Context: an optimization exercise on an open-source flow, tuned for small area, a short achievable clock period and few clock cycles. The choices shown serve that exercise and are no tape-out recipe. Function was checked by simulation only, so behaviour that the tests miss may differ from the original.

== run a ==
## cpu_top
module cpu_top (
    input  logic        clk,
    input  logic        rst,
    input  logic        run,
    input  logic        load_req,
    input  logic [5:0]  load_addr,
    input  logic [31:0] load_instr,
    output logic        load_ack,
    output logic        retire_valid,
    output logic [3:0]  retire_rd,
    output logic [31:0] retire_data
);
Size in the first run: roughly 4400 flip-flops, about 80 I/O pins, about 150000 sq um of cells after synthesis.
==> module execute_stage, before the edit <==
module execute_stage (
    input  logic [31:0] a,
    input  logic [31:0] b,
    input  logic [5:0]  imm6,
    input  logic        sum,
    input  logic        sub,
    input  logic        op_and,
    input  logic        op_or,
    input  logic        op_xor,
    output logic [31:0] store_data,
    output logic [7:0]  hit_lo,
    output logic [7:0]  hit_hi,
    output logic [31:0] result      
);
    logic [31:0] op_a, op_b, s;
    assign op_a = a;
    assign op_b = b;
    logic [31:0] g, p;
    always_comb begin
        logic [31:0] gn, pn;
        g    = op_a & op_b;
        p    = op_a ^ op_b;
        g[0] = g[0] | (p[0] & sub);
        for (int lv = 0; lv < 5; lv++) begin
            gn = g;
            pn = p;
            for (int i = 0; i < 32; i++) begin
                if (i >= (1 << lv)) begin
                    gn[i] = g[i] | (p[i] & g[i - (1 << lv)]);
                    pn[i] = p[i] & p[i - (1 << lv)];
                end
            end
            g = gn;
            p = pn;
        end
    end
    assign s = (op_a ^ op_b) ^ {g[30:0], sub};
    assign store_data = op_b;
    assign result = ({32{sum}}    & s)
                  | ({32{op_and}} & (op_a & op_b))
                  | ({32{op_or}}  & (op_a | op_b))
                  | ({32{op_xor}} & (op_a ^ op_b));
    function automatic logic [7:0] sum_hot(input logic [2:0] x, input logic [2:0] y,
                                           input logic cin);
        logic [7:0] h;
        logic [3:0] k;
        for (int n = 0; n < 8; n++) begin
            k    = {n[2:0], 1'b0};
            h[n] = ((x[0] ^ y[0] ^ cin) == k[1]) &&
                   ((x[1] ^ y[1] ^ ((x[0] & y[0]) | ((x[0] | y[0]) & !k[1]))) == k[2]) &&
                   ((x[2] ^ y[2] ^ ((x[1] & y[1]) | ((x[1] | y[1]) & !k[2]))) == k[3]);
        end
        sum_hot = h;
    endfunction
    logic [5:0] base;
    logic       c3;       
    assign base = op_a[5:0];
    assign c3   = (base[2] & imm6[2]) | ((base[2] | imm6[2]) &
                  ((base[1] & imm6[1]) | ((base[1] | imm6[1]) & base[0] & imm6[0])));
    assign hit_lo = sum_hot(base[2:0], imm6[2:0], 1'b0);
    assign hit_hi = sum_hot(base[5:3], imm6[5:3], c3);
endmodule
Settings: LEC_CHECK=0, CAP_MARGIN=20, CORE_MARGIN=2, CORE_UTILIZATION=50, SETUP_SLACK_MARGIN=3.3, SLEW_MARGIN=20, TNS_END_PERCENT=20; clock period 6.0 ns.
run.sh (not shown) runs the stock make flow with config.mk's settings and CLKGATE_MAP_FILE= SYNTH_SCRIPT=/design/flow/synth_recipe.tcl, a recipe that flattens the netlist after the stock synthesis.
Testbench counts of run a, summed over its fixed seeds: cycles 25,521.
--- input diff run a..run b ---
-- flow/design.v --
<<< run a, line 291
    assign op_a = a;
    assign op_b = b;
    logic [31:0] g, p;
    always_comb begin
        logic [31:0] gn, pn;
        g    = op_a & op_b;
        p    = op_a ^ op_b;
        g[0] = g[0] | (p[0] & sub);
        for (int lv = 0; lv < 5; lv++) begin
            gn = g;
            pn = p;
            for (int i = 0; i < 32; i++) begin
                if (i >= (1 << lv)) begin
                    gn[i] = g[i] | (p[i] & g[i - (1 << lv)]);
                    pn[i] = p[i] & p[i - (1 << lv)];
                end
            end
            g = gn;
            p = pn;
        end
    end
    assign s = (op_a ^ op_b) ^ {g[30:0], sub};
    assign store_data = op_b;
    assign result = ({32{sum}}    & s)
>>> run b, line 291
    assign op_a = a;
    assign op_b = b;
    logic [31:0] g, p, cy;
    always_comb begin
        logic [31:0] gg, pp, gn, pn;
        g  = op_a & op_b;
        p  = op_a ^ op_b;
        gg = g;
        pp = p;
        for (int lv = 0; lv < 5; lv++) begin
            gn = gg;
            pn = pp;
            for (int i = 0; i < 32; i++) begin
                if (i >= (1 << lv)) begin
                    if (i == (1 << lv)) begin
                        gn[i] = gg[i] | (pp[i] & g[0]) | (pp[i] & p[0] & sub);
                    end else begin
                        gn[i] = gg[i] | (pp[i] & gg[i - (1 << lv)]);
                    end
                    pn[i] = pp[i] & pp[i - (1 << lv)];
                end
            end
            gg = gn;
            pp = pn;
        end
        cy[0] = sub;
        cy[1] = g[0] | (p[0] & sub);
        for (int i = 2; i < 32; i++) cy[i] = gg[i-1];
    end
    assign s = p ^ cy;
    assign store_data = op_b;
    assign result = ({32{sum}}    & s)
### Flow results
- The final layout from run b, which completed every stage, passed the timing, design-rule and antenna checks at the end of the flow.
- Comparing run a and run b, the higher wire length on met1 was measured on run b.
- Compared with run a, in run b final cycle utilization of the critical path now sits lower, flip-flop and latch share of the layout cell area held steady, total die area comparable.
- First-pass iteration count of the detailed router: run b < run a
- The critical path depth of run b falls short of that of run a by 1.
- Run b: hold slack is 0.0054 ns lower than what run a reported.
- Compared to run a, run b has clock buffer count 11 lower.
- Run a -> run b: die extent in y flat
- Utilization of run b is on par with run a.
- Row critical path's largest stage delay: run b higher / run a lower
- In the flow results for run a and run b, the worst setup slack is smaller on run a.
Testbench counts of run b, summed over its fixed seeds: cycles 25,521.

[port drivers added, routing unchanged]
No port has a modelled driver above. Below, the same layouts with a new extraction and two added sets of constraints.
Step 1 sets driving cells, clkbuf_16 on the clock port and buf_2 on the other inputs (assumed; they add their load-dependent delay and slew).
Step 2, shift: input delay + t, output delay - t, t = (earliest + latest rising clock arrival at the registers) / 2. This alone moves slack from input paths to output paths.
a / b / c = no drivers / after step 1 / after step 2; a / b = the first two.
run	t (ns)	slack for setup (ns)	worst hold slack (ns)	latest minus earliest clock arrival (ns)
run a	1.042	2.876 / 2.876 / 2.850	0.332 / 0.332 / 0.332	0.064 / 0.064
run b	1.041	2.986 / 2.930 / 2.845	0.326 / 0.326 / 0.326	0.055 / 0.054
After both steps every run listed still meets setup and hold. The setup slack of run b, which loses most, moves by -0.056 ns with the drivers and by -0.141 ns with both steps.
